Background: an optimization exercise with open tools, aiming at small area, a short achievable clock period and few clock cycles per item. Do not read the settings as production practice.
In this exercise RTL edits were held to simulation tests only and were not proved equivalent to the original.
Power figures rest on the tool's default switching activity, not on a simulated workload.

<file path="flow/design.v">
`timescale 1ns / 1ps
package nfva_pkg;
	localparam int MaxRangesDefault = 64;
	localparam logic [1:0] ST_OK    = 2'd0;
	localparam logic [1:0] ST_EMPTY = 2'd1;
	localparam logic [1:0] ST_FULL  = 2'd2;
	localparam logic REQ_LOAD = 1'b0;
	localparam logic REQ_GET  = 1'b1;
	typedef struct packed {
		logic capture;    
		logic scan_rd;    
		logic scan_chk;   
		logic decide;     
		logic mv_rd;      
		logic mv_wr;      
		logic fin_wr;     
	} nfva_cmd_t;
	typedef struct packed {
		logic scan_last;   
		logic empty;       
		logic act_none;    
		logic act_open;    
		logic act_drop;    
		logic mv_done;     
	} nfva_sts_t;
endpackage
`timescale 1ns / 1ps
module nfva_ram #(
	parameter int Width = 32,
	parameter int Depth = 64
) (
	input  logic                     clk,
	input  logic                     we,
	input  logic [$clog2(Depth)-1:0] waddr,
	input  logic [Width-1:0]         wdata,
	input  logic [$clog2(Depth)-1:0] raddr,
	output logic [Width-1:0]         rdata
);
	logic [Width-1:0] mem_q [Depth];
	always_ff @(posedge clk) begin
		if (we) begin
			mem_q[waddr] <= wdata;
		end
		rdata <= mem_q[raddr];
	end
endmodule
`timescale 1ns / 1ps
module nfva_ctrl (
	input  logic                clk,
	input  logic                arst_n,
	input  logic                in_valid,
	output logic                in_stall,
	output logic                out_valid,
	input  logic                out_stall,
	input  logic                split_more,
	input  nfva_pkg::nfva_sts_t sts,
	output nfva_pkg::nfva_cmd_t cmd
);
	localparam logic [2:0] S_IDLE = 3'd0;
	localparam logic [2:0] S_SCAN = 3'd1;
	localparam logic [2:0] S_CHK  = 3'd2;
	localparam logic [2:0] S_DEC  = 3'd3;
	localparam logic [2:0] S_MVR  = 3'd4;
	localparam logic [2:0] S_MVW  = 3'd5;
	localparam logic [2:0] S_FIN  = 3'd6;
	logic [2:0] state_q, state_d;
	logic       busy_q;
	logic       last_q;
	logic       out_valid_q;
	logic       acc, shift_q;
	assign in_stall  = (state_q != S_IDLE) || (out_valid_q && out_stall);
	assign acc       = in_valid && !in_stall;
	assign out_valid = out_valid_q;
	always_comb begin
		cmd = '0;
		state_d = state_q;
		case (state_q)
			S_IDLE: if (acc) begin
				cmd.capture = 1'b1; state_d = S_SCAN;
			end
			S_SCAN: begin
				if (sts.empty) begin
					state_d = S_DEC;
				end else begin
					cmd.scan_rd = 1'b1; state_d = S_CHK;
				end
			end
			S_CHK: begin
				cmd.scan_chk = 1'b1;
				state_d = last_q ? S_DEC : S_SCAN;
			end
			S_DEC: begin
				cmd.decide = 1'b1;
				if (sts.act_none) state_d = S_IDLE;
				else if (sts.act_open || sts.act_drop) state_d = S_MVR;
				else state_d = S_FIN;
			end
			S_MVR: begin
				if (sts.mv_done) begin
					state_d = shift_q ? S_IDLE : S_FIN;
				end else begin
					cmd.mv_rd = 1'b1; state_d = S_MVW;
				end
			end
			S_MVW: begin
				cmd.mv_wr = 1'b1; state_d = S_MVR;
			end
			S_FIN: begin
				cmd.fin_wr = 1'b1;
				state_d = split_more ? S_FIN : S_IDLE;
			end
			default: state_d = S_IDLE;
		endcase
	end
	always_ff @(posedge clk or negedge arst_n) begin
		if (!arst_n) begin
			state_q <= S_IDLE;
			busy_q <= 1'b0;
			last_q <= 1'b0;
			out_valid_q <= 1'b0;
			shift_q <= 1'b0;
		end else begin
			state_q <= state_d;
			if (cmd.scan_rd) last_q <= sts.scan_last;
			if (cmd.decide) shift_q <= sts.act_drop;
			if (cmd.capture) busy_q <= 1'b1;
			if (out_valid_q && !out_stall) out_valid_q <= 1'b0;
			if (busy_q && state_q != S_IDLE && state_d == S_IDLE) begin
				out_valid_q <= 1'b1; busy_q <= 1'b0;
			end
		end
	end
endmodule
`timescale 1ns / 1ps
module nfva_datapath #(
	parameter int MaxRanges = nfva_pkg::MaxRangesDefault
) (
	input  logic                clk,
	input  logic                arst_n,
	input  nfva_pkg::nfva_cmd_t cmd,
	output nfva_pkg::nfva_sts_t sts,
	input  logic                req_type,
	input  logic [31:0]         range_low,
	input  logic [31:0]         range_high,
	input  logic [31:0]         wanted_value,
	output logic [31:0]         res_value,
	output logic [1:0]          res_status,
	output logic                split_more
);
	localparam int AW = $clog2(MaxRanges);
	localparam int CW = $clog2(MaxRanges + 1);
	logic [CW-1:0] count_q;
	logic          kind_q;
	logic [31:0]   lo_q, hi_q, w_q;
	logic [CW-1:0] idx_q;       
	logic [AW-1:0] chk_idx_q;   
	logic [CW-1:0] pos_q;       
	logic          ovl_q;
	logic [31:0]   plo_q, phi_q;  
	logic [31:0]   nlo_q, nhi_q;  
	logic          nseen_q;
	logic [CW-1:0] tgt_q;        
	logic [31:0]   flo_q, fhi_q;
	logic [CW-1:0] mv_q;         
	logic          open_q, drop_q;
	logic          we;
	logic [AW-1:0] waddr, raddr;
	logic [31:0]   wlo, whi, rlo, rhi;
	nfva_ram #(.Width(32), .Depth(MaxRanges)) u_lo (
		.clk(clk), .we(we), .waddr(waddr), .wdata(wlo), .raddr(raddr), .rdata(rlo));
	nfva_ram #(.Width(32), .Depth(MaxRanges)) u_hi (
		.clk(clk), .we(we), .waddr(waddr), .wdata(whi), .raddr(raddr), .rdata(rhi));
	logic [31:0] key;
	assign key = (kind_q == nfva_pkg::REQ_LOAD) ? lo_q : w_q;
	always_comb begin
		raddr = idx_q[AW-1:0];
		if (cmd.mv_rd) begin
			raddr = open_q ? AW'(mv_q - CW'(1)) : AW'(mv_q + CW'(1));
		end
	end
	always_comb begin
		we    = cmd.mv_wr | cmd.fin_wr;
		waddr = cmd.fin_wr ? tgt_q[AW-1:0] : mv_q[AW-1:0];
		wlo   = cmd.fin_wr ? flo_q : rlo;
		whi   = cmd.fin_wr ? fhi_q : rhi;
	end
	assign sts.scan_last = (idx_q + CW'(1) >= count_q);
	assign sts.empty     = (count_q == '0);
	assign sts.mv_done   = open_q ? (mv_q <= tgt_q)
	                              : (mv_q >= count_q);
	logic          d_none, d_open, d_drop, d_below;
	logic [1:0]    d_st;
	logic [31:0]   d_val, d_flo, d_fhi;
	logic [CW-1:0] d_tgt;
	logic          full;
	logic [32:0]   dbelow, dabove;
	assign full   = (count_q == CW'(MaxRanges));
	assign dbelow = {1'b0, w_q} - {1'b0, phi_q};
	assign dabove = {1'b0, nlo_q} - {1'b0, w_q};
	always_comb begin
		d_none = 1'b1; d_open = 1'b0; d_drop = 1'b0;
		d_st = nfva_pkg::ST_OK; d_val = '0;
		d_tgt = pos_q; d_flo = lo_q; d_fhi = hi_q;
		d_below = 1'b0;
		if (kind_q == nfva_pkg::REQ_LOAD) begin
			if (lo_q <= hi_q && !ovl_q) begin
				if (full) begin
					d_st = nfva_pkg::ST_FULL;
				end else begin
					d_none = 1'b0; d_open = 1'b1;
				end
			end
		end else if (count_q == '0) begin
			d_st = nfva_pkg::ST_EMPTY;
		end else if (pos_q != '0 && phi_q >= w_q) begin
			d_tgt = pos_q - CW'(1);
			if (plo_q == w_q && phi_q == w_q) begin
				d_none = 1'b0; d_drop = 1'b1; d_val = w_q;
			end else if (plo_q == w_q) begin
				d_none = 1'b0; d_flo = w_q + 32'd1; d_fhi = phi_q; d_val = w_q;
			end else if (phi_q == w_q) begin
				d_none = 1'b0; d_flo = plo_q; d_fhi = w_q - 32'd1; d_val = w_q;
			end else if (full) begin
				d_st = nfva_pkg::ST_FULL;
			end else begin
				d_none = 1'b0; d_open = 1'b1; d_tgt = pos_q;
				d_flo = w_q + 32'd1; d_fhi = phi_q; d_val = w_q;
			end
		end else begin
			if (pos_q == '0) d_below = 1'b0;
			else if (pos_q >= count_q) d_below = 1'b1;
			else d_below = (dbelow <= dabove);
			d_none = 1'b0;
			if (d_below) begin
				d_tgt = pos_q - CW'(1); d_val = phi_q;
				d_flo = plo_q; d_fhi = phi_q - 32'd1;
				d_drop = (plo_q == phi_q);
			end else begin
				d_tgt = pos_q; d_val = nlo_q;
				d_flo = nlo_q + 32'd1; d_fhi = nhi_q;
				d_drop = (nlo_q == nhi_q);
			end
		end
	end
	assign sts.act_none = d_none;
	assign sts.act_open = d_open;
	assign sts.act_drop = d_drop;
	logic split_q, split_fix_q;
	always_ff @(posedge clk or negedge arst_n) begin
		if (!arst_n) begin
			count_q <= '0;
			idx_q <= '0;
			split_q <= 1'b0;
			split_fix_q <= 1'b0;
		end else begin
			if (cmd.capture) begin
				idx_q <= '0;
				split_q <= 1'b0;
			end
			if (cmd.scan_rd) idx_q <= idx_q + CW'(1);
			if (cmd.decide) begin
				split_q <= (kind_q == nfva_pkg::REQ_GET) && d_open;
				if (d_open) count_q <= count_q + CW'(1);
				if (d_drop) count_q <= count_q - CW'(1);
			end
			if (cmd.fin_wr) split_fix_q <= split_q && !split_fix_q;
			if (cmd.capture) split_fix_q <= 1'b0;
		end
	end
	always_ff @(posedge clk) begin
		if (cmd.capture) begin
			kind_q <= req_type; lo_q <= range_low; hi_q <= range_high; w_q <= wanted_value;
			pos_q <= '0; ovl_q <= 1'b0; nseen_q <= 1'b0;
		end
		if (cmd.scan_rd) chk_idx_q <= idx_q[AW-1:0];
		if (cmd.scan_chk) begin
			if (rlo <= hi_q && lo_q <= rhi && kind_q == nfva_pkg::REQ_LOAD) ovl_q <= 1'b1;
			if (rlo <= key) begin
				pos_q <= CW'(chk_idx_q) + CW'(1);
				plo_q <= rlo; phi_q <= rhi;
			end else if (!nseen_q) begin
				nseen_q <= 1'b1; nlo_q <= rlo; nhi_q <= rhi;
			end
		end
		if (cmd.decide) begin
			res_value <= d_val; res_status <= d_st;
			tgt_q <= d_tgt; flo_q <= d_flo; fhi_q <= d_fhi;
			open_q <= d_open; drop_q <= d_drop;
			mv_q <= d_open ? count_q : d_tgt;
		end
		if (cmd.mv_wr) mv_q <= drop_q ? mv_q + CW'(1) : mv_q - CW'(1);
		if (cmd.fin_wr && split_q && !split_fix_q) begin
			tgt_q <= pos_q - CW'(1); flo_q <= plo_q; fhi_q <= w_q - 32'd1;
		end
	end
	assign split_more = split_q && !split_fix_q;
endmodule
`timescale 1ns / 1ps
module nearest_free_value_allocator_top #(
	parameter int MaxRanges = nfva_pkg::MaxRangesDefault
) (
	input  logic        clk,
	input  logic        arst_n,
	input  logic        in_valid,
	output logic        in_stall,
	input  logic        req_type,
	input  logic [31:0] range_low,
	input  logic [31:0] range_high,
	input  logic [31:0] wanted_value,
	output logic        out_valid,
	input  logic        out_stall,
	output logic [31:0] granted_value,
	output logic [1:0]  status
);
	nfva_pkg::nfva_cmd_t cmd;
	nfva_pkg::nfva_sts_t sts;
	logic      split_more;
	nfva_ctrl u_ctrl (
		.clk(clk), .arst_n(arst_n),
		.in_valid(in_valid), .in_stall(in_stall),
		.out_valid(out_valid), .out_stall(out_stall),
		.split_more(split_more), .sts(sts), .cmd(cmd));
	nfva_datapath #(.MaxRanges(MaxRanges)) u_dp (
		.clk(clk), .arst_n(arst_n), .cmd(cmd), .sts(sts),
		.req_type(req_type), .range_low(range_low), .range_high(range_high),
		.wanted_value(wanted_value),
		.res_value(granted_value), .res_status(status),
		.split_more(split_more));
endmodule
</file>
<file path="flow/run.sh">
#!/bin/bash
# synth_recipe.tcl (not shown) runs the flow's synth.tcl, then flattens the netlist and writes it again
# the make line also repeats each setting of config.mk as NAME=value (left out here)
make -C /OpenROAD-flow-scripts/flow DESIGN_CONFIG=/design/flow/config.mk WORK_HOME=/design/flow/orfs CLKGATE_MAP_FILE= SYNTH_SCRIPT=/design/flow/synth_recipe.tcl finish
</file>
<file path="flow/config.mk">
export PLATFORM = sky130hd
export DESIGN_NAME = nearest_free_value_allocator_top
export DESIGN_NICKNAME = nearest_free_value_allocator_top
export VERILOG_FILES = /design/flow/design.v
export SDC_FILE = /design/flow/constraint.sdc
export NUM_CORES = 4
export LEC_CHECK = 0
export CAP_MARGIN = 20
export CORE_MARGIN = 2
export CORE_UTILIZATION = 40
export SLEW_MARGIN = 20
</file>
<file path="flow/constraint.sdc">
create_clock -name core_clock -period 10.0 [get_ports {clk}]
set_input_delay 2.0000 -clock core_clock [delete_from_list [all_inputs] [get_ports {clk}]]
set_output_delay 2.0000 -clock core_clock [all_outputs]
set_load 0.01 [all_outputs]
</file>
==> reports/results.tsv <==
stage	metric	value	unit
logic_synthesis	Syn Nets	15100	
finish	fin cells	21400	
worst_setup_path	r2r endpoint	u_dp.count_q[6]	
clock_tree	Clock transition at path regs	0.07	ns
power	Leakage	0.0726	µW
finish	Largest regs	u_dp.u_hi.mem_q x2048, u_dp.u_lo.mem_q x2048	
die	Total Die Area	481000	µm²
worst_setup_path	r2r setup slk	0.85	ns
sta	period utilization	0.915	
routing	Residual DRC	0	
placed_design	Port-buffer cells	136	
sta	Hold Violations, Final	0	
routing	metal2 WL	302000	µm
sta	Slew Viols, Final	0	
outcome	outcome	complete, no violations	
clock_tree	hold buffers post-CTS	0	
die	FP Rows	253	
routing	vias	129000	
worst_setup_path	crit path kind	reg -> reg	
worst_setup_path	slowest stage delay, CP	0.75	ns
finish	fill cell count	42200	
clock_tree	CTS Sinks	4537	
global_route	pin count of the biggest net entering global routing	165	
worst_hold_path	Worst Hold End	u_ctrl.shift_q	
logic_synthesis	async set-reset flop share out of synthesis	0.00507	
clock_tree	CTS tree	yes	
clock_tree	clock latency (worst-skew pair)	1.13	ns
worst_hold_path	WHS Path Cells	2	
sta	final setup TNS	0	ns
logic_synthesis	Synth Register Bits	4537	
die	Die X	693	µm
global_route	number of global-route vias before repair	120000	
worst_setup_path	Worst Path Arrival	10.20	ns
die	IO Pins	137	
finish	Final nets	15200	
finish	layout cells sized above 1	0.0796	
logic_synthesis	Yosys cell types	92	
finish	Area Growth Syn to Fin	12.7	%
worst_setup_path	Worst Path Max Fanout	8	
routing	Via-to-Cell Ratio	6.00	
global_route	first-pass GRT wire length	922000	µm
logic_synthesis	Main synth FF type	edfxtp_1	
sta	worst slew pin tran	1.26	ns
sta	minimum clock period	9.15	ns
global_route	initial antenna violation count	44	
routing	final WL	663000	µm
clock_tree	Max Buffers Root-to-Sink	4	
global_route	grt total ovfl	0	
worst_setup_path	Worst Setup End Kind	flop	
sta	Layout Skew	0.113	ns
worst_setup_path	Worst Path Required	11.05	ns
clock_tree	# H-tree levels	5	
logic_synthesis	syn avg cell area	12.9	µm²
global_route	Tot GR Track Use	0.267	
routing	WL met3	69700	µm
clock_tree	Gates resized, CTS repair	0	
power	Power per Cell Area	298	nW/µm²
sta	Slew Limit Headroom	0.149	
worst_setup_path	most frequent CP cell	o21ai_0	
logic_synthesis	Syn Inst Count	14700	
logic_synthesis	sequential share of the synthesized area	0.712	
logic_synthesis	number of synthesis warnings	3	
routing	DR WL/cell	30.9	µm
routing	Highest Signal Layer	met5	
sta	RSZ-0062 raised after global routing	false	
worst_setup_path	Slowest cell on crit path	nor4b_1	
clock_tree	setup repair bufs after CTS	0	
clock_tree	clk root buf	clkbuf_16	
die	Chip Height	693	µm
sta	FMAX	109	MHz
run	max_cap viols	0	
power	peak supply drop	587	µV
routing	DR iter-0 viols	19400	
worst_hold_path	Hold Startpoint	u_ctrl.shift_q	
clock_tree	Num CTS Buffers	456	
die	core box area	474000	µm²
die	initial core utilization	0.401	
routing	number of routed nets with antenna violations	0	
worst_setup_path	nature of the critical path startpoint	flop	
logic_synthesis	number of synthesized flops with an enable pin	4441	
worst_hold_path	worst hold path class	reg -> reg	
routing	WL met1	263000	µm
worst_setup_path	reg2reg path depth	35	
routing	first-pass detailed-route iteration total	9	
placed_design	DP Cell Count	20600	
placed_design	DP HPWL	377000	µm
placed_design	Final Wtd Congestion	0.957	
sta	endpoints failing setup	0	
logic_synthesis	cell area after synthesis	190000	µm²
worst_setup_path	r2r startpoint	u_dp.w_q[0]	
[critical path, delay by kind of cell, from the launching register on]
| family | cells | cell delay (ns) |
|---|---|---|
| compound gates | 19 | 4.78 |
| simple gates | 7 | 1.62 |
| fa+ha+maj | 4 | 1.29 |
| flops | 1 | 0.54 |
| buf+inv | 3 | 0.54 |
| xor+xnor | 2 | 0.34 |
[layout make-up]
type	count	area, µm²	share of cell area
Antenna cell	21	52.6	0.000245
Clock buffer	614	12400	0.0578
Clock inverter	234	2190	0.0102
Inverter	175	659	0.00308
Multi-Input combinational cell	9120	51200	0.239
Sequential cell	4537	135000	0.632
Tap cell	6247	7820	0.0365
Timing Repair Buffer	489	4620	0.0216
[stage by stage]
step | utilization | setup WS, ns | total power [µW] | hold WS (ns) | instance area (µm²)
final | 0.452 | 0.846 | 63800 | 0.492 | 214000
after global routing | 0.452 | 0.469 | 66200 | 0.536 | 214000
after CTS | 0.452 | 1.06 | 63500 | 0.487 | 214000
after detailed placement | 0.421 | 1.04 | 46800 | 0.471 | 200000
after global placement | 0.420 | 1.00 | 46600 | 0.464 | 199000
after floorplan | - | 2.54 | 38400 | 0.423 | 190000
[cells in the mapped netlist, drive strengths merged (20+ instances only)]
library cell,instances,area share
nor2,419,0.0083
o221ai,91,0.0042
nor3,160,0.0043
nand4,162,0.0053
mux2,73,0.0043
buf,398,0.010
a311oi,72,0.0033
o22a,44,0.0020
a221o,75,0.0039
edfxtp,4441,0.70
and3,181,0.0060
a222oi,47,0.0025
o22ai,161,0.0053
o41ai,47,0.0025
o21ai,319,0.0084
a2111oi,49,0.0023
ha,267,0.018
clkbuf,508,0.010
a21o,81,0.0032
nand2b,29,0.00095
dfxtp,73,0.0077
xor2,58,0.0027
o31ai,20,0.00079
a31oi,222,0.0073
xnor2,242,0.011
a21oi,580,0.015
a211oi,74,0.0030
mux2i,390,0.021
o21a,26,0.0010
nor4,29,0.00099
nand2,3558,0.070
nor2b,32,0.0011
nand3,1409,0.037
a22oi,39,0.0015
inv,171,0.0034
dfrtp,23,0.0030
[worst max-delay path by stage]
stage,to,startpoint
floorplan,u_dp.nhi_q[0],u_dp.kind_q
global placement,u_dp.count_q[6],u_dp.w_q[0]
detailed placement,u_dp.count_q[6],u_dp.w_q[0]
CTS,u_dp.count_q[6],u_dp.w_q[0]
global route,u_dp.count_q[6],u_dp.w_q[0]
finish,u_dp.count_q[6],u_dp.w_q[0]
[cell families after synthesis]
group	share of synthesized area
and+or+nand+nor	0.137
xor gates and xnor gates	0.0138
buffers and inverters	0.0238
adders and majority gates	0.0179
AOI/OAI and AO/OA	0.0710
DFF	0.712
muxes	0.0249
[cells in the final DEF, fill, tap and decap left out, drive strengths merged, types with 81 or more instances in the layout]
cell type	n
nor2	419
o21ai	319
inv	182
nor3	160
mux2i	390
a31oi	222
nand2	3558
clkbuf	614
clkinv	182
buf	354
a21oi	580
edfxtp	4441
nand4	162
ha	267
o22ai	161
o221ai	91
clkdlybuf4s50	135
nand3	1409
xnor2	242
and3	181
a21o	81
[layer usage]
layer,track usage,vias up
li1,-,54900
met1,0.366,65000
met2,0.418,7388
met3,0.0540,1332
met4,0.104,28
met5,0,-
[report_power, final]
group	total (µW)	leakage, µW	internal, µW	switching (µW)
clock	16900	0.00709	9470	7450
combinational	21000	0.0247	5710	15300
sequential	26000	0.0409	24700	1210
Testbench counts, summed over its fixed seeds: cycles 299,562, items 2,400.

[what the ideal ports hide]
The results above use ideal ports. As a check the final layout listed here was re-extracted and re-timed, cells and wires unchanged. Step 1, drivers: a clkbuf_16 drives clk and a buf_2 each remaining input, both assumed. Step 2 also shifts input and output timing later by t, the mid clock arrival at the registers, as if the neighbouring blocks saw the same clock. Slacks: ideal ports / drivers / drivers and shift; pairs: ideal ports / drivers.
t (ns): 1.175
slack for setup (ns): 0.846 / 0.846 / 0.846
worst slew at a driven data input, ns: 0.10
After both steps this run still meets setup and hold. The setup slack of this run moves by 0.000 ns with the drivers and by 0.000 ns with both steps.
